Context: an optimization exercise on an open-source flow, tuned for small area and a short achievable clock period. The choices shown serve that exercise and are no tape-out recipe.
RTL that was checked went through simulation tests only; none was proved equivalent to the original.
Power and IR drop assume default switching activity.

## fpu_top
module fpu_top (
	input  wire         clk,
	input  wire         rstn,
	input       fpu_pkg::instr_t instr,
	input       fpu_pkg::fp32_t  x1,	 
	input       fpu_pkg::int32_t x2,	 
	output fpu_pkg::fp32_t       y,
	output fpu_pkg::fpu_exc_t    exc
);
export LEC_CHECK = 0
export CAP_MARGIN = 20
export CORE_MARGIN = 2
export CORE_UTILIZATION = 40
export SETUP_SLACK_MARGIN = 5
export SLEW_MARGIN = 20
create_clock -name core_clock -period 8.0 [get_ports {clk}]
standard.sh (not shown) runs the stock make flow with config.mk's settings and CLKGATE_MAP_FILE= SYNTH_SCRIPT=/design/flow/synth_recipe.tcl, a recipe that flattens the netlist after the stock synthesis.
==> flow/flow/run.sh <==
#!/bin/bash
# Standard synthesis, then the combinational logic re-mapped by ABC with
# iterated choice-based mapping (flip-flops untouched), then the standard
# layout from floorplan on, with plain buffers on the ports and a
# lighter clock tree.
set -euo pipefail
WORK=$(pwd)
R=$WORK/orfs/results/$FLOW_PLATFORM/fpu_top/base
LOGS=$WORK/orfs/logs/$FLOW_PLATFORM/fpu_top/base
bash standard.sh synth > $WORK/flow_synth.log 2>&1
cp $R/1_2_yosys.v $R/1_2_yosys.std.v
YOSYS=$FLOW_HOME/../tools/install/yosys/bin/yosys
[ -x "$YOSYS" ] || YOSYS=$(command -v yosys)
export REABC_LIB=$FLOW_HOME/platforms/$FLOW_PLATFORM/lib/sky130_fd_sc_hd__tt_025C_1v80.lib
export REABC_IN=$R/1_2_yosys.std.v
export REABC_OUT=$R/1_2_yosys.v
export REABC_SCRIPT=$WORK/flow/abc.scr
export REABC_CONSTR=$WORK/orfs/objects/$FLOW_PLATFORM/fpu_top/base/abc.constr
export REABC_DONT_USE="$(grep -m1 -- '^abc -script' $LOGS/1_2_yosys.log | grep -o -- '-dont_use [^ ]*' | awk '{print $2}' | tr '\n' ' ')"
export REABC_FLOPS="$(grep -o 'sky130_fd_sc_hd__[a-z]*df[a-z0-9_]*' $R/1_2_yosys.std.v | sort -u | tr '\n' ' ')"
$YOSYS -c $WORK/flow/reabc.tcl > $WORK/flow_reabc.log 2>&1
rm -f $R/1_synth.odb $R/1_synth.sdc
# port buffers: the smallest plain buffer, which the resizer upsizes where needed
export BUFFER_PORTS_ARGS="-buffer_cell sky130_fd_sc_hd__buf_1"
# clock tree: mid-size buffers and no dummy loads
export CTS_ARGS="-sink_clustering_enable -repair_clock_nets -buf_list sky130_fd_sc_hd__clkbuf_8 -dont_use_dummy_load"
bash standard.sh finish > $WORK/flow_finish.log 2>&1
Other scripts of this flow, unchanged in this note and not shown: flow/flow/abc.scr, flow/flow/reabc.tcl
Then changed:
--- a/flow/design.v
+++ b/flow/design.v
@@ -68,16 +68,18 @@
 	logic [7:0] e1;
 	logic       fz_d, c_nan, c_ovf, c_half, c_norm;
 	assign e1     = x1[30:23];
 	assign fz_d   = x1[22:0] == '0;
 	assign c_nan  = (e1 == 8'hff) && !fz_d;
 	assign c_ovf  = !c_nan && ((e1 > 8'd158) || (e1 == 8'd158 && !(x1[31] && fz_d)));
 	assign c_half = e1 == 8'd126;
 	assign c_norm = (e1 >= 8'd127) && !c_nan && !c_ovf;
+	logic fl_c_d;
+	assign fl_c_d = x1[31] && e1 >= 8'd127 && e1 < 8'd150 && |(x1[22:0] & floor_mask(e1));
 	logic o_sgn_d, o_flr_d, o_ft_d, o_fh_d, o_it_d;
 	fpu_pkg::fpu_exc_t x_d;
 	assign o_sgn_d       = rstn && (d_abs || d_neg);
 	assign o_flr_d       = rstn && d_flr;
 	assign o_ft_d        = rstn && d_ftoi && c_norm;
 	assign o_fh_d        = rstn && d_ftoi && c_half;	 
 	assign o_it_d        = rstn && d_itof && x2 != '0;
 	assign x_d.invalid_op = rstn && !(d_abs || d_neg || d_flr || d_ftoi || d_itof);
@@ -112,17 +114,19 @@
 		else if (d_abs)    d_d[31] = 1'b0;
 		else               d_d[31] = x1[31];
 	end
 	logic              o_sgn, o_flr, o_ft, o_fh, o_it;
 	fpu_pkg::fpu_exc_t x_q;
 	logic [31:0]       d_q;
 	logic [4:0]        amt;	 
 	logic              fz_q;	 
+	logic              fl_c;	 
 	always_ff @(posedge clk) begin
+		fl_c  <= fl_c_d;
 		amt   <= amt1;
 		o_sgn <= o_sgn_d;
 		o_flr <= o_flr_d;
 		o_ft  <= o_ft_d;
 		o_fh  <= o_fh_d;
 		o_it  <= o_it_d;
 		x_q   <= x_d;
 		d_q   <= d_d;
@@ -137,27 +141,25 @@
 	logic [32:0] sin, sa, sb, sc, sd, se;
 	assign sin  = {o_it ? s : ~s, d_q[22:0], o_it ? d_q[30:23] : {8{s}}, s};
 	assign sa   = amt[4] ? {{16{s}}, sin[32:16]} : sin;
 	assign sb   = amt[3] ? {{8{s}}, sa[32:8]} : sa;
 	assign sc   = amt[2] ? {{4{s}}, sb[32:4]} : sb;
 	assign sd   = amt[1] ? {{2{s}}, sc[32:2]} : sc;
 	assign se   = amt[0] ? {s, sd[32:1]} : sd;
 	logic [22:0] mask;
-	logic        hf, fl_c, fl_mid;
+	logic        fl_mid;
 	logic [31:0] fl_a;
 	assign mask   = floor_mask(e);
-	assign hf     = |(fr & mask);
 	assign fl_mid = (e >= 8'd127) && (e < 8'd150);
-	assign fl_c   = fl_mid & s & hf;
 	always_comb begin
 		if (e == 8'hff && !fz_q)  fl_a = d_q | 32'h0040_0000;
 		else if (!fl_mid && e >= 8'd150) fl_a = d_q;
 		else if (!fl_mid) fl_a = (s && (e != '0 || !fz_q)) ? 32'hbf80_0000 : {s, 31'd0};
-		else if (s & hf)  fl_a = d_q | {9'd0, mask};
+		else if (fl_c)    fl_a = d_q | {9'd0, mask};
 		else              fl_a = d_q & ~{9'd0, mask};
 	end
 	logic [31:0] nrm;
 	logic [7:0]  v8;
 	logic        g, sig0, t1, t0, ci;
 	logic [31:0] ai;
 	always_comb begin
 		for (int n = 0; n < 32; n++) nrm[n] = se[32-n];
- worst hold slack gains 0.018 ns
- worst setup slack gets worse by 0.027 ns
- design area went down by 1.2%
- via count is lower by 2.3%
- power shrinks by 3.0%
- global-route usage rose by 0.26 points
- first-iteration DRC count went down by 24%
- fmax decreases by 0.93%
- clock power shrinks by about 5%
Function not checked in the first run of this note: the RTL went through the layout flow alone.

-- static timing again, ports no longer ideal --
No port has a modelled driver above. Below, the same layouts with a new extraction and two added sets of constraints.
Step 1 (the two cells are an assumption about what drives the block):
set clk [get_ports {clk}]
set_driving_cell -lib_cell sky130_fd_sc_hd__clkbuf_16 $clk
set_driving_cell -lib_cell sky130_fd_sc_hd__buf_2 [delete_from_list [all_inputs] $clk]
Step 2 moves the port delays by t, midway between the first and last clock arrival at a register: inputs arrive t later, outputs are due t later. That takes back most of the time a late clock gives input paths.
Slacks: ideal / step 1 / step 2; pairs: ideal / step 1.
run | t (ns) | slack for setup (ns) | worst setup path at the end | clock arrival spread, ns | worst slew at a driven data input, ns
the first run | 0.472 | 5.093 / 5.093 / 4.682 | input to register | 0.037 / 0.037 | 0.03
the second run | 0.462 | 5.066 / 5.070 / 4.609 | input to register | 0.041 / 0.041 | 0.05
After both steps setup and hold are still met in every run listed. For the second run, which loses most, drivers alone change the setup slack by +0.004 ns; drivers and shift together by -0.457 ns.
